Source: an optimization exercise on an open RTL-to-GDS flow (aim: small area, a short achievable clock period and few clock cycles per item). Production flows keep margins and buffers that such runs may drop.
Only simulation tests tie the RTL to the original design; equivalence was not proved.
Power and IR drop assume default switching activity.

==> flow/design.v, too long to show whole: its modules and the start of the top module <==
// module seq_multiplier: 924 lines
// module iexecute: 152 lines
module iexecute
#(
  parameter int          WORD    = 64,
  parameter logic [10:0] MUL_OPC = 11'b10011011000
) (
  input  logic            clk,
  input  logic            rst,
  input  logic            flush_in,
  input  logic [WORD-1:0] cur_pc_in,
  input  logic [WORD-1:0] read_data1_in,
  input  logic [WORD-1:0] read_data2_in,
  input  logic [WORD-1:0] sign_extend_imm_in,
  input  logic [5:0]      shamt_in,
  input  logic [10:0]     opcode_in,
  input  logic [1:0]      alu_op_in,
  input  logic            alu_src_in,
  input  logic            branch_in,
  input  logic            uncondbranch_in,
  input  logic            mem_read_in,
  input  logic            mem_write_in,
  input  logic            mem_to_reg_in,
  input  logic            reg_write_in,
  input  logic [4:0]      write_register_in,
  output logic            stall,
  output logic            zero,
  output logic            branch,
  output logic            uncondbranch,
  output logic            mem_read,
  output logic            mem_write,
  output logic            mem_to_reg,
  output logic            reg_write,
  output logic [WORD-1:0] mem_address,
  output logic [WORD-1:0] mem_write_data,
  output logic [WORD-1:0] branch_target,
  output logic [WORD-1:0] cur_pc,
  output logic [10:0]     opcode,
  output logic [4:0]      write_register
);
  // ...
==> flow/run.sh <==
#!/bin/bash
# synth_recipe.tcl (not shown) runs the flow's synth.tcl, then flattens the netlist and writes it again
# the make line also repeats each setting of config.mk as NAME=value (left out here)
make -C /OpenROAD-flow-scripts/flow DESIGN_CONFIG=/design/flow/config.mk WORK_HOME=/design/flow/orfs CLKGATE_MAP_FILE= SYNTH_SCRIPT=/design/flow/synth_recipe.tcl finish
==> flow/config.mk <==
export PLATFORM = sky130hd
export DESIGN_NAME = iexecute
export DESIGN_NICKNAME = iexecute
export VERILOG_FILES = /design/flow/design.v
export SDC_FILE = /design/flow/constraint.sdc
export NUM_CORES = 4
export LEC_CHECK = 0
export ABC_AREA = 1
export CAP_MARGIN = 20
export CORE_MARGIN = 2
export CORE_UTILIZATION = 40
export SETUP_SLACK_MARGIN = 5
export SLEW_MARGIN = 20
==> flow/constraint.sdc <==
create_clock -name core_clock -period 11.0 [get_ports {clk}]
set_input_delay 2.2000 -clock core_clock [delete_from_list [all_inputs] [get_ports {clk}]]
set_output_delay 2.2000 -clock core_clock [all_outputs]
set_load 0.01 [all_outputs]
==> summary.md, run 1 <==
| Metric | Value |
|---|---|
| Design Power | `12.0 mW` |
| Routed wire length | `310 mm` |
| Launch point of the worst path | `res_q[21]` |
| Fin Setup TNS | `0 ns` |
| Crit path to | `mem_address[45]` |
| Global Route met1 Usage | `0.576` |
| Fraction of area in registers | `0.171` |
| Simple-Gate Fraction of Synth Area | `0.234` |
| Final HPWL DP | `240 mm` |
| # diodes | `14` |
| Dpl cell area | `58,300 um2` |
| FMAX | `166 MHz` |
| Post-Syn Instances | `7,010` |
| Place WS | `4.67 ns` |
| Detail Route Antenna Nets | `0` |
| Min-Delay Path Class | `reg2reg` |
| DR pass1 iterations | `8` |
| Slew Limit Fails | `0` |
| RSZ-0062 raised after global routing | `yes` |
| Hold Path End | `a_q[24]` |
| Clk pin slew, worst setup/hold paths | `0.07 ns` |
| Post-synth net total | `7,917` |
| Count leader, synth | `nand2_1` |
| Initial DRC count | `9,422` |
| Status | `finished clean` |
| Crit Path Class | `reg2out` |
| Mapped cell area | `51,400 um2` |
| Worst endpoint data arrival time | `3.83 ns` |
| Die area | `131,000 um2` |
| Core Area | `128,000 um2` |
| Dpl cells | `8,953` |
| DR DRC count | `0` |
| Max Cap Viol | `0` |
| Leading cell kind | `multi-input combinational cells` |
| CTS Buffer Depth | `3` |
| Netlist cell types | `62` |
Testbench counts, summed over its fixed seeds: cycles 18,264, items 12,000.
==> module iexecute, before the edit <==
module iexecute
#(
  parameter int          WORD    = 64,
  parameter logic [10:0] MUL_OPC = 11'b10011011000
) (
  input  logic            clk,
  input  logic            rst,
  input  logic            flush_in,
  input  logic [WORD-1:0] cur_pc_in,
  input  logic [WORD-1:0] read_data1_in,
  input  logic [WORD-1:0] read_data2_in,
  input  logic [WORD-1:0] sign_extend_imm_in,
  input  logic [5:0]      shamt_in,
  input  logic [10:0]     opcode_in,
  input  logic [1:0]      alu_op_in,
  input  logic            alu_src_in,
  input  logic            branch_in,
  input  logic            uncondbranch_in,
  input  logic            mem_read_in,
  input  logic            mem_write_in,
  input  logic            mem_to_reg_in,
  input  logic            reg_write_in,
  input  logic [4:0]      write_register_in,
  output logic            stall,
  output logic            zero,
  output logic            branch,
  output logic            uncondbranch,
  output logic            mem_read,
  output logic            mem_write,
  output logic            mem_to_reg,
  output logic            reg_write,
  output logic [WORD-1:0] mem_address,
  output logic [WORD-1:0] mem_write_data,
  output logic [WORD-1:0] branch_target,
  output logic [WORD-1:0] cur_pc,
  output logic [10:0]     opcode,
  output logic [4:0]      write_register
);
  localparam int K     = 16;             
  localparam int STEPS = WORD / K;       
  localparam int CW    = (STEPS > 1) ? $clog2(STEPS) : 1;
  logic          stall_q;    
  logic          vld_q;      
  logic [WORD-1:0] pc_q, rd2_q, imm_q, a_q, res_q, car_q;
  logic            cin_q;
  logic [5:0]      ctl_q;
  logic [10:0]     opc_q;
  logic [4:0]      wr_q;
  logic            src_q;
  logic [CW-1:0]   cnt_q;
  logic            mul_in;
  logic            last;
  logic            fin;
  logic [WORD-1:0] b_in;
  logic [WORD-1:0] alu_res;
  logic            f_add, f_sub, f_and, f_orr, f_lsl, f_lsr, f_passb;
  assign mul_in = (opcode_in == MUL_OPC);
  assign b_in   = alu_src_in ? sign_extend_imm_in : read_data2_in;
  always_comb begin
    f_add = 1'b0; f_sub = 1'b0; f_and = 1'b0; f_orr = 1'b0;
    f_lsl = 1'b0; f_lsr = 1'b0; f_passb = 1'b0;
    if (!mul_in) begin
      case (alu_op_in)
        exec_pkg::ALU_ADD:   f_add   = 1'b1;
        exec_pkg::ALU_PASSB: f_passb = 1'b1;
        exec_pkg::ALU_RTYPE: begin
          casez (opcode_in)
            exec_pkg::OP_ADD, 11'b1001000100?: f_add = 1'b1;
            exec_pkg::OP_SUB, 11'b1101000100?: f_sub = 1'b1;
            exec_pkg::OP_AND:                  f_and = 1'b1;
            exec_pkg::OP_ORR:                  f_orr = 1'b1;
            exec_pkg::OP_LSL:                  f_lsl = 1'b1;
            exec_pkg::OP_LSR:                  f_lsr = 1'b1;
            default: ;
          endcase
        end
        default: ;
      endcase
    end
  end
  logic [WORD-1:0] a_rev, sh_in, sh_out, shl, shr;
  for (genvar i = 0; i < WORD; i++) begin : g_rev
    assign a_rev[i] = read_data1_in[WORD-1-i];
    assign shl[i]   = sh_out[WORD-1-i];
  end
  assign sh_in  = opcode_in[0] ? a_rev : read_data1_in;
  assign sh_out = sh_in >> shamt_in;
  assign shr    = sh_out;
  logic [WORD-1:0] car_res;
  assign car_res = {WORD{f_add | f_sub | f_passb}} & (b_in ^ {WORD{f_sub}});
  always_comb begin
    alu_res = '0;
    if (f_add | f_sub) alu_res = read_data1_in;
    if (f_and)         alu_res = read_data1_in & b_in;
    if (f_orr)         alu_res = read_data1_in | b_in;
    if (f_lsl)         alu_res = shl;
    if (f_lsr)         alu_res = shr;
  end
  logic [WORD-1:0] m_q;
  logic [WORD-1:0] mul_s, mul_c;
  assign m_q = src_q ? imm_q : rd2_q;
  seq_multiplier #(.WORD(WORD), .K(K)) u_mul (
    .acc_s    (res_q),
    .acc_c    (car_q),
    .m        (m_q),
    .dig      (a_q[WORD-1 -: K]),
    .lo       (a_q[WORD-1-K]),
    .sum_s    (mul_s),
    .sum_c    (mul_c)
  );
  assign last = (cnt_q == CW'(STEPS - 1));
  assign fin  = !flush_in && (stall_q ? last : !mul_in);
  always_ff @(posedge clk or posedge rst) begin
    if (rst) begin
      stall_q <= 1'b0;
      vld_q   <= 1'b0;
    end else begin
      stall_q <= !flush_in && (stall_q ? !last : mul_in);
      vld_q   <= fin;
    end
  end
  always_ff @(posedge clk) begin
    if (!stall_q) begin
      pc_q  <= cur_pc_in;
      rd2_q <= read_data2_in;
      imm_q <= sign_extend_imm_in;
      opc_q <= opcode_in;
      wr_q  <= write_register_in;
      src_q <= alu_src_in;
      ctl_q <= {branch_in, uncondbranch_in, mem_read_in,
                mem_write_in, mem_to_reg_in, reg_write_in};
    end
    cnt_q <= stall_q ? cnt_q + 1'b1 : '0;
    a_q   <= stall_q ? (a_q << K) : read_data1_in;
    res_q <= stall_q ? mul_s : alu_res;
    car_q <= stall_q ? mul_c : car_res;
    cin_q <= !stall_q && f_sub;
  end
  assign stall          = stall_q;
  logic [WORD:0] sum_w;
  assign sum_w = {res_q, 1'b1} + {car_q, cin_q};
  assign zero           = vld_q &&
                          &((res_q ^ car_q) ~^ {res_q[WORD-2:0] | car_q[WORD-2:0], cin_q});
  assign mem_address    = sum_w[WORD:1];
  assign mem_write_data = rd2_q;
  assign branch_target  = pc_q + {imm_q[WORD-3:0], 2'b00};
  assign cur_pc         = pc_q;
  assign opcode         = opc_q;
  assign write_register = wr_q;
  assign {branch, uncondbranch, mem_read,
          mem_write, mem_to_reg, reg_write} = vld_q ? ctl_q : 6'b0;
endmodule
==> inputs of run 2 (changes only) <==
--- a/flow/design.v
+++ b/flow/design.v
@@ -976,18 +976,18 @@
 );
   localparam int K     = 16;             
   localparam int STEPS = WORD / K;       
-  localparam int CW    = (STEPS > 1) ? $clog2(STEPS) : 1;
+  localparam int CW    = $clog2(STEPS);
   logic          stall_q;    
   logic          vld_q;      
-  logic [WORD-1:0] pc_q, rd2_q, imm_q, a_q, res_q, car_q;
+  logic [WORD-1:0] pc_q, rd2_q, bt_q, m_q, a_q, res_q, car_q;
   logic            cin_q;
   logic [5:0]      ctl_q;
   logic [10:0]     opc_q;
   logic [4:0]      wr_q;
-  logic            src_q;
-  logic [CW-1:0]   cnt_q;
+  logic [CW-1:0]   dig_q;      
   logic            mul_in;
   logic            last;
+  logic            mul_go;
   logic            fin;
   logic [WORD-1:0] b_in;
   logic [WORD-1:0] alu_res;
@@ -1024,6 +1024,12 @@
   assign sh_in  = opcode_in[0] ? a_rev : read_data1_in;
   assign sh_out = sh_in >> shamt_in;
   assign shr    = sh_out;
+  logic [WORD-1:0] bt_d;
+  bk_add #(.W(WORD)) u_bt (
+    .a (cur_pc_in),
+    .b ({sign_extend_imm_in[WORD-3:0], 2'b00}),
+    .y (bt_d)
+  );
   logic [WORD-1:0] car_res;
   assign car_res = {WORD{f_add | f_sub | f_passb}} & (b_in ^ {WORD{f_sub}});
   always_comb begin
@@ -1034,26 +1040,52 @@
     if (f_lsl)         alu_res = shl;
     if (f_lsr)         alu_res = shr;
   end
-  logic [WORD-1:0] m_q;
   logic [WORD-1:0] mul_s, mul_c;
-  assign m_q = src_q ? imm_q : rd2_q;
+  logic [CW:0] skip_a, skip_b, skip_d;
+  logic        swap;
+  function automatic logic [CW:0] lead_skip(input logic [WORD-1:0] x);
+    logic [WORD-1:0] mk;
+    lead_skip = '0;
+    for (int j = 1; j < STEPS; j++) begin
+      mk = {WORD{1'b1}} << (WORD - 1 - K * j);
+      if ((x & mk) == mk || (x & mk) == '0) lead_skip = (CW+1)'(j);
+    end
+    if (x == '0) lead_skip = (CW+1)'(STEPS);
+  endfunction
+  assign skip_a = lead_skip(read_data1_in);
+  assign skip_b = lead_skip(b_in);
+  assign swap   = skip_b > skip_a;
+  assign skip_d = swap ? skip_b : skip_a;
+  assign mul_go = mul_in && (skip_d != (CW+1)'(STEPS));
+  logic [K-1:0] dig;
+  logic         lo;
+  always_comb begin
+    dig = '0;
+    lo  = 1'b0;
+    for (int i = 0; i < STEPS; i++) begin
+      if (dig_q == CW'(i)) begin
+        dig = a_q[WORD-1-K*i -: K];
+        lo  = (i == STEPS - 1) ? 1'b0 : a_q[WORD-1-K*i-K];
+      end
+    end
+  end
   seq_multiplier #(.WORD(WORD), .K(K)) u_mul (
     .acc_s    (res_q),
     .acc_c    (car_q),
     .m        (m_q),
-    .dig      (a_q[WORD-1 -: K]),
-    .lo       (a_q[WORD-1-K]),
+    .dig      (dig),
+    .lo       (lo),
     .sum_s    (mul_s),
     .sum_c    (mul_c)
   );
-  assign last = (cnt_q == CW'(STEPS - 1));
-  assign fin  = !flush_in && (stall_q ? last : !mul_in);
+  assign last = (dig_q == CW'(STEPS - 1));
+  assign fin  = !flush_in && (stall_q ? last : !mul_go);
   always_ff @(posedge clk or posedge rst) begin
     if (rst) begin
       stall_q <= 1'b0;
       vld_q   <= 1'b0;
     end else begin
-      stall_q <= !flush_in && (stall_q ? !last : mul_in);
+      stall_q <= !flush_in && (stall_q ? !last : mul_go);
       vld_q   <= fin;
     end
   end
@@ -1061,15 +1093,15 @@
     if (!stall_q) begin
       pc_q  <= cur_pc_in;
       rd2_q <= read_data2_in;
-      imm_q <= sign_extend_imm_in;
+      bt_q  <= bt_d;
+      a_q   <= swap ? b_in : read_data1_in;
+      m_q   <= swap ? read_data1_in : b_in;
       opc_q <= opcode_in;
       wr_q  <= write_register_in;
-      src_q <= alu_src_in;
       ctl_q <= {branch_in, uncondbranch_in, mem_read_in,
                 mem_write_in, mem_to_reg_in, reg_write_in};
     end
-    cnt_q <= stall_q ? cnt_q + 1'b1 : '0;
-    a_q   <= stall_q ? (a_q << K) : read_data1_in;
+    dig_q <= stall_q ? dig_q + 1'b1 : skip_d[CW-1:0];
     res_q <= stall_q ? mul_s : alu_res;
     car_q <= stall_q ? mul_c : car_res;
     cin_q <= !stall_q && f_sub;
@@ -1081,10 +1113,37 @@
                           &((res_q ^ car_q) ~^ {res_q[WORD-2:0] | car_q[WORD-2:0], cin_q});
   assign mem_address    = sum_w[WORD:1];
   assign mem_write_data = rd2_q;
-  assign branch_target  = pc_q + {imm_q[WORD-3:0], 2'b00};
+  assign branch_target  = bt_q;
   assign cur_pc         = pc_q;
   assign opcode         = opc_q;
   assign write_register = wr_q;
   assign {branch, uncondbranch, mem_read,
           mem_write, mem_to_reg, reg_write} = vld_q ? ctl_q : 6'b0;
 endmodule
+module bk_add #(
+  parameter int W = 64
+) (
+  input  logic [W-1:0] a,
+  input  logic [W-1:0] b,
+  output logic [W-1:0] y
+);
+  logic [W-1:0] g, p, pg;
+  always_comb begin
+    g  = a & b;
+    p  = a ^ b;
+    pg = p;
+    for (int d = 1; d < W; d = d * 2) begin
+      for (int i = 2 * d - 1; i < W; i = i + 2 * d) begin
+        g[i]  = g[i] | (pg[i] & g[i-d]);
+        pg[i] = pg[i] & pg[i-d];
+      end
+    end
+    for (int d = W / 4; d >= 1; d = d / 2) begin
+      for (int i = 3 * d - 1; i < W; i = i + 2 * d) begin
+        g[i]  = g[i] | (pg[i] & g[i-d]);
+        pg[i] = pg[i] & pg[i-d];
+      end
+    end
+    y = p ^ {g[W-2:0], 1'b0};
+  end
+endmodule
==> summary.md, run 2 <==
| Metric | Value |
|---|---|
| Status | `finished clean` |
| CTS Hold Buffers Added | `0` |
| Nets@finish | `8,018` |
| Highest-count cells in the layout ignoring fill and taps | `nand2_1 (1,277), inv_1 (898), xor2_1 (578)` |
| Mapped cell area | `52,600 um2 (+2.4%)` |
| CTS tree | `done` |
| Tcrit/Tclk final | `0.547` |
| Clk latency of the worst-skew pair | `0.73 ns` |
| Place WS | `3.33 ns (-1.33 ns)` |
| Routed wire length | `319 mm (+3.0%)` |
| Io pins | `570` |
| Slew Limit Fails | `0 (unchanged)` |
| Design Power | `12.5 mW (+4.5%)` |
| Worst endpoint data arrival time | `6.57 ns (+2.74 ns)` |
| Final min period | `6.01 ns` |
| # clock sinks | `473` |
| First-pass GRT wire length | `432 mm` |
| Slowest-stage cell, CP | `clkdlybuf4s50_1` |
| Global Route met1 Usage | `0.533 (-0.0426)` |
| Initial antenna violation count | `22` |
| GP Congestion | `1.06` |
| Vias in the first global route | `52,906` |
| R2r setup slk | `5.00 ns` |
| DR DRC count | `0 (unchanged)` |
| Area share of the largest cell type after synthesis | `0.194` |
| Synth area leaders | `edfxtp_1 (19%), fa_1 (17%), xor2_1 (9.7%), nand2_1 (9.4%), inv_1 (6.5%)` |
| Crit. End Element | `register` |
| Fin Setup TNS | `0 ns (unchanged)` |
| Total CTS buffers | `59` |
| Flops & latches, synth | `473` |
| EDFF count, synth | `340` |
| CTS Root Cell | `clkbuf_16` |
| Min-Delay Path Class | `reg2reg` |
| Max FO, Critical Path | `5` |
| CP required | `11.56 ns` |
| Clock Skew | `0.0911 ns` |
| CP cell instances | `clkdlybuf4s50_1 -> inv_1 -> o21ai_0 -> nand2_1 -> nand2_1 -> o21ai_0 -> nand2_1 -> nand3_1 -> nand2_1 -> nand2_1 -> nor3_1 -> nor3_1 -> a21oi_1` |
| Layout cells sized above 1 | `0.0809` |
| Final setup fails | `0` |
| Fraction of registers with async set or reset after synthesis | `0.00423` |
| FMAX | `166 MHz (+0.29%)` |
| Die H | `367 um` |
| Tightest Pin Transition | `1.31 ns` |
| GR met3 Demand/Resource | `0.147` |
| Synth area leader | `edfxtp_1` |
| Netlist cell types | `65 (+4.8%)` |
| Final-report hold violation count | `0` |
| Post-Syn Instances | `6,702 (-4.4%)` |
| Leak Pwr | `28.2 nW` |
| VDD IR-drop max | `0.000231 V` |
| Core Area | `131,000 um2 (+2.7%)` |
| Clk pin slew, worst setup/hold paths | `0.06 ns (about the same)` |
| Via count | `54,647` |
| Count leader, synth | `nand2_1` |
| GR peak layer | `met2` |
| Post-synth top flop | `edfxtp_1` |
| DR pass1 iterations | `7 (-1)` |
| Final WS setup | `4.99 ns` |
| Syn avg cell area | `7.85 um2` |
| Commonest non-fill, non-tap cell in the layout | `nand2_1` |
| Post-synth net total | `7,643 (-3.5%)` |
| CTS Buffer Depth | `3 (unchanged)` |
| Crit Path Class | `in2reg` |
| Met2 usage | `0.707` |
| Global Route Usage Sum | `0.460` |
| RSZ-0062 raised after global routing | `yes` |
| FILL cells | `13,008` |
| Pwr dens | `196 nW/um2` |
| Area Growth Syn to Fin | `22.0%` |
| Max Cap Viol | `0 (unchanged)` |
| Input/output buffers | `569` |
| Crit-path max cell delay | `0.85 ns` |
| Wire per inst | `35.9 um` |
| Seq/Total Area, Yosys | `0.245` |
| Htree depth | `2` |
| Detail Route Antenna Nets | `0 (unchanged)` |
| Initial DRC count | `7,637 (-19%)` |
| Effective utilization at floorplan | `0.402` |
| GRT Residual Overflow | `0` |
| Largest net degree at the start of global routing | `122` |
| Most used cell, CP | `nand2_1` |
| Core Rows | `133` |
| Synth Warn # | `2` |
| Vias/cell | `6.14` |
| Final HPWL DP | `244 mm (+1.5%)` |
| Die area | `134,000 um2 (+2.4%)` |
| Critical Path Start Type | `input pin` |
| Die width | `367 um` |
| Slew headroom | `0.118` |
| Most common library cells after synthesis | `nand2_1 (1,317), inv_1 (915), xor2_1 (584), o21ai_0 (463), o22ai_1 (455)` |
[run 2: cell count changes in the layout (fill, tap and decap cells not counted), moves of 19 or more]
cell	previous run	this run
a21oi_1	215	184
buf_4	141	122
dfxtp_1	143	113
dfxtp_2	44	11
edfxtp_1	215	340
ha_1	135	154
nand2_1	1402	1277
nand3_1	843	323
nor2_1	399	288
nor4_1	6	38
o211ai_1	21	49
o21ai_0	245	440
o21ai_1	36	103
[run 2: metal layers]
metal / routed length [um] / share of wire / vias to the layer above
met5: 93 / 0.00029 / -
met4: 31300 / 0.098 / 14
met3: 37200 / 0.12 / 983
met2: 138000 / 0.43 / 3904
met1: 112000 / 0.35 / 26859
li1: - / - / 22887
[run 2: path summary, 6_finish.rpt]
kind | from | to | cells past startpoint
min in group asynchronous | rst | stall_q | 2
max in group asynchronous | rst | stall_q | 2
min | dig_q[0] | dig_q[0] | 3
max | read_data1_in[58] | res_q[9] | 13
min reg2reg | dig_q[0] | dig_q[0] | 3
max reg2reg | dig_q[0] | res_q[20] | 21
[run 2: cells by family after synthesis]
group | Yosys count | share of synthesized area
AO/OA/AOI/OAI | 1418 | 0.155
flip-flops | 473 | 0.245
multiplexers | 26 | 0.00495
adder cells (fa/ha/maj) | 651 | 0.218
AND/OR/NAND/NOR | 2168 | 0.172
buffers and inverters | 1348 | 0.102
XOR/XNOR | 618 | 0.103
[run 2: what timing repair did]
item,in CTS,in global routing
cloned,9,5
pin swaps,32,34
endpoints found under the setup margin,273,166
resized for setup,263,188
setup buffers,24,24
[run 2: layout make-up]
class	instances	area (um2)	share of cell area
timing repair buffer	721	7150	0.111
timing repair inverter	1	11.3	0.000175
clock inverter	44	624	0.00973
multi-input combinational	4890	36100	0.562
clock buffer	68	1560	0.0243
sequential	473	12900	0.201
antenna	11	27.5	0.000429
tap	1755	2200	0.0342
inverter	931	3600	0.0560
[run 2: through the flow]
step                area, um2  std cells  utilization  hold WS [ns]
CTS                     63100       8853        0.482         0.544
global placement        59500       8708        0.454         0.614
floorplan               52600       6702            -         0.514
finish                  64200       8894        0.490         0.561
global route            64200       8888        0.490         0.630
detailed placement      59500       8708        0.454         0.581
[run 2: power by group]
group | leakage [nW] | switching (mW) | internal (mW)
clock | 1.06 | 0.934 | 1.31
combinational | 22.4 | 5.18 | 2.96
sequential | 4.73 | 0.0994 | 2.06
[run 2: critical path, delay by kind of cell]
kind,cells,cell delay [ns]
AO/OA/AOI/OAI,3,1.34
buffers and inverters,2,1.15
AND/OR/NAND/NOR,8,1.88
Testbench counts of run 2, summed over its fixed seeds: cycles 16,375, items 12,000.
==> inputs of run 3 (changes only) <==
--- a/flow/design.v
+++ b/flow/design.v
@@ -1056,25 +1056,24 @@
   assign skip_b = lead_skip(b_in);
   assign swap   = skip_b > skip_a;
   assign skip_d = swap ? skip_b : skip_a;
-  assign mul_go = mul_in && (skip_d != (CW+1)'(STEPS));
-  logic [K-1:0] dig;
-  logic         lo;
-  always_comb begin
-    dig = '0;
-    lo  = 1'b0;
-    for (int i = 0; i < STEPS; i++) begin
-      if (dig_q == CW'(i)) begin
-        dig = a_q[WORD-1-K*i -: K];
-        lo  = (i == STEPS - 1) ? 1'b0 : a_q[WORD-1-K*i-K];
-      end
-    end
-  end
+  assign mul_go = mul_in && (read_data1_in != '0) && (b_in != '0);
+  function automatic logic [K:0] digit_of(input logic [WORD-1:0] x, input logic [CW-1:0] i);
+    logic [WORD:0] xl;
+    xl = {x, 1'b0};
+    digit_of = '0;
+    for (int j = 0; j < STEPS; j++)
+      if (i == CW'(j)) digit_of = xl[WORD-K*j -: K+1];
+  endfunction
+  logic [K:0] dreg_q;
+  logic [K:0] dreg_d;
+  assign dreg_d = stall_q ? digit_of(a_q, dig_q + 1'b1)
+                          : digit_of(swap ? b_in : read_data1_in, skip_d[CW-1:0]);
   seq_multiplier #(.WORD(WORD), .K(K)) u_mul (
     .acc_s    (res_q),
     .acc_c    (car_q),
     .m        (m_q),
-    .dig      (dig),
-    .lo       (lo),
+    .dig      (dreg_q[K:1]),
+    .lo       (dreg_q[0]),
     .sum_s    (mul_s),
     .sum_c    (mul_c)
   );
@@ -1102,6 +1101,7 @@
                 mem_write_in, mem_to_reg_in, reg_write_in};
     end
     dig_q <= stall_q ? dig_q + 1'b1 : skip_d[CW-1:0];
+    dreg_q <= dreg_d;
     res_q <= stall_q ? mul_s : alu_res;
     car_q <= stall_q ? mul_c : car_res;
     cin_q <= !stall_q && f_sub;
==> flow/flow/run.sh (new file) <==
#!/bin/bash
set -euo pipefail
bash standard.sh "BUFFER_PORTS_ARGS=-buffer_cell sky130_fd_sc_hd__buf_1" SETUP_SLACK_MARGIN=6 finish > standard_flow.log 2>&1
==> flow/standard.sh (new file) <==
#!/bin/bash
# synth_recipe.tcl (not shown) runs the flow's synth.tcl, then flattens the netlist and writes it again
# the make line also repeats each setting of config.mk as NAME=value (left out here)
make -C /OpenROAD-flow-scripts/flow DESIGN_CONFIG=/design/flow/config.mk WORK_HOME=/design/flow/orfs CLKGATE_MAP_FILE= SYNTH_SCRIPT=/design/flow/synth_recipe.tcl "${@:-finish}"
--- a/flow/config.mk
+++ b/flow/config.mk
@@ -8,6 +8,5 @@
 export ABC_AREA = 1
 export CAP_MARGIN = 20
 export CORE_MARGIN = 2
-export CORE_UTILIZATION = 40
-export SETUP_SLACK_MARGIN = 5
+export CORE_UTILIZATION = 55
 export SLEW_MARGIN = 20
removed: flow/run.sh
==> summary.md, run 3 <==
| Metric | Value |
|---|---|
| Status | `finished clean` |
| Synth area leaders | `edfxtp_1 (19%), fa_1 (17%), xor2_1 (9.7%), nand2_1 (8.9%), inv_1 (5.7%)` |
| CP required | `8.80 ns (-2.76 ns)` |
| CTS Root Cell | `clkbuf_16` |
| Initial DRC count | `12,573 (+65%)` |
| Seq/Total Area, Yosys | `0.245 (+0.000514)` |
| VDD IR-drop max | `0.000331 V (+43%)` |
| Tightest Pin Transition | `1.27 ns (-0.0426 ns)` |
| Slew headroom | `0.152 (+0.0347)` |
| GP Congestion | `1.10 (+3.3%)` |
| Vias/cell | `7.00 (+14%)` |
| Synth Warn # | `2 (unchanged)` |
| Max FO, Critical Path | `3 (-2)` |
| Global Route Usage Sum | `0.585 (+0.126)` |
| Max Cap Viol | `0 (unchanged)` |
| Effective utilization at floorplan | `0.556 (+0.155)` |
| Input/output buffers | `569 (unchanged)` |
| Crit Path Class | `reg2out` |
| Leak Pwr | `27.9 nW (-1.2%)` |
| Netlist cell types | `57 (-12%)` |
| Pwr dens | `233 nW/um2 (+19%)` |
| Critical Path Start Type | `register` |
| Min-Delay Path Class | `reg2reg` |
| EDFF count, synth | `340 (unchanged)` |
| Post-synth net total | `7,820 (+2.3%)` |
| Die area | `100,000 um2 (-25%)` |
| FMAX | `180 MHz (+8.3%)` |
| Io pins | `570 (unchanged)` |
| Synth area leader | `edfxtp_1` |
| Syn avg cell area | `7.83 um2 (-0.19%)` |
| Mapped cell area | `53,900 um2 (+2.4%)` |
| Clk pin slew, worst setup/hold paths | `0.07 ns (about the same)` |
| Final-report hold violation count | `0 (unchanged)` |
| Final WS setup | `5.44 ns (+0.460 ns)` |
| CTS Buffer Depth | `3 (unchanged)` |
| Wire per inst | `34.7 um (-3.3%)` |
| Most common library cells after synthesis | `nand2_1 (1,283), inv_1 (815), xor2_1 (595), o21ai_0 (479), o22ai_1 (456)` |
| Fraction of registers with async set or reset after synthesis | `0.00408 (-0.000147)` |
| Via count | `61,299 (+12%)` |
| Routed wire length | `304 mm (-4.8%)` |
| Crit. End Element | `output port` |
| Final setup fails | `0 (unchanged)` |
| Fin Setup TNS | `0 ns (unchanged)` |
| Count leader, synth | `nand2_1` |
| DR pass1 iterations | `20 (+13)` |
| Core Area | `96,900 um2 (-26%)` |
| GRT Residual Overflow | `0 (unchanged)` |
| Area share of the largest cell type after synthesis | `0.190 (-0.00460)` |
| Initial antenna violation count | `30 (+36%)` |
| Largest net degree at the start of global routing | `99 (-19%)` |
| CTS Hold Buffers Added | `0 (unchanged)` |
| Design Power | `15.1 mW (+21%)` |
| Post-Syn Instances | `6,878 (+2.6%)` |
| Area Growth Syn to Fin | `20.9%` |
| Layout cells sized above 1 | `0.164 (+0.0832)` |
| Flops & latches, synth | `490 (+3.6%)` |
| Worst endpoint data arrival time | `3.36 ns (-3.21 ns)` |
| Slew Limit Fails | `0 (unchanged)` |
| Dpl cell area | `56,600 um2 (-4.9%)` |
| Tcrit/Tclk final | `0.505 (-0.0418)` |
| Vias in the first global route | `57,258 (+8.2%)` |
| Clk latency of the worst-skew pair | `0.71 ns (-0.02 ns)` |
| Post-synth top flop | `edfxtp_1` |
| Clock Skew | `0.0368 ns (-0.0543 ns)` |
| DR DRC count | `0 (unchanged)` |
| Final HPWL DP | `212 mm (-13%)` |
| Commonest non-fill, non-tap cell in the layout | `nand2_1` |
| Detail Route Antenna Nets | `0 (unchanged)` |
| Total CTS buffers | `58 (-1.7%)` |
| Finished Cell Area | `65,100 um2 (+1.5%)` |
| CTS tree | `done` |
| Final min period | `5.56 ns (-0.460 ns)` |
| Place WS | `2.61 ns (-0.724 ns)` |
| # clock sinks | `490 (+3.6%)` |
| Htree depth | `2 (unchanged)` |
| Die width | `317 um (-14%)` |
| First-pass GRT wire length | `417 mm (-3.6%)` |
| R2r setup slk | `5.87 ns (+0.87 ns)` |
| Die H | `317 um (-14%)` |
| Nets@finish | `8,345 (+4.1%)` |
| Highest-count cells in the layout ignoring fill and taps | `nand2_1 (1,156), inv_1 (740), xor2_1 (581)` |
| RSZ-0062 raised after global routing | `yes` |
| Core Rows | `114 (-14%)` |
==> run 3: power by group <==
group / switching [mW] / leakage, nW / total [mW] / internal (mW)
Clock: 0.899 / 0.949 / 2.07 / 1.17
Sequential: 0.100 / 4.90 / 2.25 / 2.15
Combinational: 6.73 / 22.0 / 10.8 / 4.09
==> run 3: layout make-up <==
cell class	instances	area (um2)
sequential	490	13300
antenna	25	62.6
clock buffer	87	1700
fill	8065	31800
multi-input combinational	5109	39100
timing repair inverter	4	42.5
tap	1276	1600
clock inverter	21	288
timing repair buffer	903	5750
inverter	837	3260
==> run 3: cell families (layout without fill, tap and decap cells) <==
family	count (synthesis)	count (layout)	synth area share
and+or+nand+nor	2299	2308	0.179
AOI/OAI and AO/OA	1496	1496	0.164
buffers and inverters	1288	1852	0.0917
adders and majority gates	652	652	0.213
xor gates and xnor gates	635	635	0.103
DFF	490	490	0.245
muxes	18	18	0.00335
other	0	25	0
==> run 3: through the flow <==
stage / cells / util / hold WS [ns]
finish: 8752 / 0.672 / 0.458
global route: 8737 / 0.672 / 0.487
global placement: 8355 / 0.584 / 0.437
detailed placement: 8355 / 0.584 / 0.443
floorplan: 6878 / - / 0.427
CTS: 8614 / 0.645 / 0.459
==> run 3: critical path, cell delays in order (launching register included) <==
cell	delay, ns
dfxtp_1	0.36
inv_1	0.11
ha_4	0.30
buf_4	0.16
nand2_4	0.22
nor2_2	0.10
nor2_4	0.30
nor2_2	0.08
nor2_2	0.18
o21ai_2	0.09
a21oi_4	0.17
o21ai_2	0.09
nand2_1	0.06
nand2_1	0.06
xor2_1	0.21
buf_2	0.18
==> run 3: worst paths after layout <==
path	from	end	cells past startpoint
worst min-delay path	a_q[2]	dreg_q[3]	2
worst max register to register	dreg_q[12]	res_q[35]	12
worst max-delay path	car_q[13]	mem_address[42]	15
min in group asynchronous	rst	stall_q	2
worst min register to register	a_q[2]	dreg_q[3]	2
max in group asynchronous	rst	stall_q	2
==> run 3: what timing repair did <==
action                     in CTS  in global routing
cloned                         20                 10
setup endpoints to repair     329                296
pin swaps                     118                126
gates resized for setup       707                470
setup buffers                 131                102
==> run 3: routing by layer <==
metal	global-route usage	wire, um
met1	0.652	94600
met2	0.808	118000
met3	0.319	53100
met4	0.496	36800
met5	0.0568	736
Testbench counts of run 3, summed over its fixed seeds: cycles 16,375, items 12,000.
==> inputs of run 4 (changes only) <==
--- a/flow/config.mk
+++ b/flow/config.mk
@@ -8,5 +8,5 @@
 export ABC_AREA = 1
 export CAP_MARGIN = 20
 export CORE_MARGIN = 2
-export CORE_UTILIZATION = 55
+export CORE_UTILIZATION = 45
 export SLEW_MARGIN = 20
==> summary.md, run 4 <==
| Metric | Value |
|---|---|
| Status | `finished clean` |
| Worst endpoint data arrival time | `3.20 ns (-0.16 ns)` |
| Clock power frac | `0.135 (-0.002)` |
| Sequential Power Share | `0.150 (about the same)` |
| Largest net degree at the start of global routing | `86 (-13%)` |
| Core Util, Final | `0.551 (-0.121)` |
| Detail Route Antenna Nets | `0 (unchanged)` |
| Critical Path Start Type | `register` |
| Routed wire length | `310 mm (+2.2%)` |
| Pwr dens | `230 nW/um2 (-1.1%)` |
| Final WS setup | `5.60 ns (+0.158 ns)` |
| Total CTS buffers | `58 (unchanged)` |
| Slew Limit Fails | `0 (unchanged)` |
| DR DRC count | `0 (unchanged)` |
| CP cell instances | `ha_1 -> a21oi_4 -> nand2_2 -> a21oi_4 -> o21ai_2 -> nand2_2 -> nand3_4 -> nand2_1 -> o211ai_1 -> a21oi_1 -> xor2_1 -> buf_2` |
| Vias/cell | `6.37 (-9.0%)` |
| Final min period | `5.40 ns (-0.158 ns)` |
| Initial antenna violation count | `26 (-13%)` |
| Via count | `57,685 (-5.9%)` |
| Wire per inst | `34.3 um (-1.2%)` |
| First-pass GRT wire length | `425 mm (+2.1%)` |
| Die H | `350 um (+10%)` |
| Seq/Total Area, Yosys | `0.245 (unchanged)` |
| Max Cap Viol | `0 (unchanged)` |
| Core Rows | `126 (+11%)` |
| Count leader, synth | `nand2_1` |
| Syn avg cell area | `7.83 um2 (unchanged)` |
| Post-synth top flop | `edfxtp_1` |
| Min-Delay Path Class | `reg2reg` |
| Area share of the largest cell type after synthesis | `0.190 (unchanged)` |
| WHS Path Cells | `2 (unchanged)` |
| EDFF count, synth | `340 (unchanged)` |
| Htree depth | `2 (unchanged)` |
| Slowest-stage cell, CP | `ha_1` |
| CTS tree | `done` |
| Mapped cell area | `53,900 um2 (unchanged)` |
| Area Growth Syn to Fin | `21.2%` |
| Io pins | `570 (unchanged)` |
| Fraction of registers with async set or reset after synthesis | `0.00408 (unchanged)` |
| GP Congestion | `1.10 (-0.25%)` |
| Place WS | `2.61 ns (+0.00688 ns)` |
| Fin Setup TNS | `0 ns (unchanged)` |
| CTS Root Cell | `clkbuf_16` |
| Synth Warn # | `2 (unchanged)` |
| Input/output buffers | `569 (unchanged)` |
| CTS Hold Buffers Added | `0 (unchanged)` |
| Die area | `122,000 um2 (+22%)` |
| Clock Skew | `0.0765 ns (+0.0396 ns)` |
| Crit-path max cell delay | `0.43 ns (+0.07 ns)` |
| Max FO, Critical Path | `3 (unchanged)` |
| Combinational share of power | `0.715 (about the same)` |
| Psw | `7.65 mW (-1.1%)` |
| Highest-count cells in the layout ignoring fill and taps | `nand2_1 (1,144), inv_1 (709), xor2_1 (585)` |
| Clk pin slew, worst setup/hold paths | `0.06 ns (about the same)` |
| CTS Buffer Depth | `3 (unchanged)` |
| DR pass1 iterations | `9 (-55%)` |
| Final-report hold violation count | `0 (unchanged)` |
| Final setup fails | `0 (unchanged)` |
| CP bufs+invs | `1 (-2)` |
| GRT Residual Overflow | `0 (unchanged)` |
| CP required | `8.80 ns (about the same)` |
| Post-synth net total | `7,820 (unchanged)` |
| Core Area | `118,000 um2 (+22%)` |
| Clk latency of the worst-skew pair | `0.73 ns (+0.02 ns)` |
| Slew headroom | `0.160 (+0.00740)` |
| Tcrit/Tclk final | `0.491 (-0.0143)` |
| R2r worst-path depth | `15 (+3)` |
| Commonest non-fill, non-tap cell in the layout | `nand2_1` |
| Flops & latches, synth | `490 (unchanged)` |
| Synth area leader | `edfxtp_1` |
| Crit Path Class | `reg2out` |
| Tightest Pin Transition | `1.25 ns (-0.0201 ns)` |
| Final HPWL DP | `234 mm (+10%)` |
| FMAX | `185 MHz (+2.9%)` |
| Die width | `350 um (+10%)` |
| Leak Pwr | `27.8 nW (-0.37%)` |
| Pint | `7.36 mW (-0.70%)` |
| VDD IR-drop max | `0.000322 V (-2.7%)` |
| Most common library cells after synthesis | `nand2_1 (1,283), inv_1 (815), xor2_1 (595), o21ai_0 (479), o22ai_1 (456)` |
| Kind of cell adding the most delay to the critical path | `compound AO/OA/AOI/OAI gates` |
| Layout cells sized above 1 | `0.170 (+0.00600)` |
| Nets@finish | `8,334 (-0.13%)` |
| Global Route Usage Sum | `0.495 (-0.0908)` |
| Switch share | `0.510 (-0.000901)` |
| Initial DRC count | `8,523 (-32%)` |
| Post-Syn Instances | `6,878 (unchanged)` |
| RSZ-0062 raised after global routing | `yes` |
| Netlist cell types | `57 (unchanged)` |
| # clock sinks | `490 (unchanged)` |
| Crit. End Element | `output port` |
| Effective utilization at floorplan | `0.455 (-0.101)` |
| Vias in the first global route | `54,945 (-4.0%)` |
| Worst path depth | `12 (-3)` |
| Synth area leaders | `edfxtp_1 (19%), fa_1 (17%), xor2_1 (9.7%), nand2_1 (8.9%), inv_1 (5.7%)` |
run 4: worst min-delay path, delay by kind of cell (launching register included):
family	cells	cell delay, ns
simple gates	1	0.06
compound gates	1	0.06
flops	1	0.33
run 4: final cells by class:
type | instances | area (um2)
Sequential cell | 490 | 13400
Tap cell | 1600 | 2000
Fill cell | 11327 | 53100
Inverter | 837 | 3310
Clock inverter | 32 | 319
Multi-Input combinational cell | 5106 | 39000
Timing Repair Buffer | 896 | 5570
Timing Repair inverter | 3 | 28.8
Clock buffer | 77 | 1630
Antenna cell | 11 | 27.5
run 4: cells by family (layout without fill, tap and decap cells):
family / after synthesis / in the layout / share of synthesized area
buf+inv: 1288 / 1845 / 0.0917
xor+xnor: 635 / 635 / 0.103
compound gates: 1496 / 1496 / 0.164
mux: 18 / 18 / 0.00335
fa+ha+maj: 652 / 652 / 0.213
other cells: 0 / 11 / 0
simple gates: 2299 / 2305 / 0.179
flops: 490 / 490 / 0.245
run 4: what timing repair did:
item	CTS	global route
pin swaps	86	160
endpoints found under the setup margin	332	269
buffers inserted	98	103
gates resized for setup	667	543
gates cloned	14	7
run 4: worst paths after layout:
kind | start | endpoint | slack, ns
setup / recovery | car_q[15] | mem_address[57] | 5.60
hold / removal | a_q[13] | dreg_q[14] | 0.47
setup reg to reg | dreg_q[2] | res_q[46] | 5.96
hold reg to reg | a_q[13] | dreg_q[14] | 0.47
max in group asynchronous | rst | stall_q | 9.59
min in group asynchronous | rst | vld_q | 1.29
run 4: per-stage QoR:
stage                     cell area (um2)  hold WS, ns  power (mW)  cells
after global routing                65200        0.491        16.0   9045
after detailed placement            57200        0.441        12.2   8710
final                               65300        0.474        15.0   9052
after floorplan                     53900        0.427        8.47   6878
after CTS                           62600        0.470        14.6   8931
after global placement              57200        0.442        12.1   8710
run 4: power by group through the flow:
| stage | Sequential [mW] | Combinational (mW) | Clock (mW) |
|---|---|---|---|
| 3_3_place_gp | 2.27 | 9.84 | 0 |
| 4_1_cts | 2.24 | 10.3 | 2.03 |
| 6_report | 2.25 | 10.7 | 2.03 |
| 5_1_grt | 2.26 | 11.7 | 2.08 |
| 3_5_place_dp | 2.27 | 9.95 | 0 |
| 2_1_floorplan | 2.27 | 6.20 | 0 |
run 4: layer usage:
metal	wire, um	GRT usage	vias up
met5	333	0	-
met4	28800	0.351	22
met3	40500	0.168	1075
met2	131000	0.734	4529
met1	110000	0.601	28053
li1	-	-	24006

==> separate check: timing with driven ports <==
No port has a modelled driver above. Below, the same layouts with a new extraction and two added sets of constraints.
Step 1 (the two cells are an assumption about what drives the block):
set clk [get_ports {clk}]
set_driving_cell -lib_cell sky130_fd_sc_hd__clkbuf_16 $clk
set_driving_cell -lib_cell sky130_fd_sc_hd__buf_2 [delete_from_list [all_inputs] $clk]
Step 2 times the ports against the registers' clock, not the clock port: input delays grow and output delays shrink by t, the midpoint of the rising clock arrivals with the driver on.
a / b / c = ideal ports / drivers / drivers and shift; a / b = the first two.
run	shift t [ns]	setup slack, ns	worst setup path after step 2
run 1	0.735	4.967 / 4.885 / 4.549	input to register
run 2	0.771	4.985 / 4.913 / 4.267	input to register
run 3	0.772	5.445 / 5.362 / 4.695	input to register
run 4	0.780	5.603 / 5.514 / 4.999	input to register
After both steps every run listed still meets setup and hold. The setup slack of run 3, which loses most, moves by -0.083 ns with the drivers and by -0.750 ns with both steps.
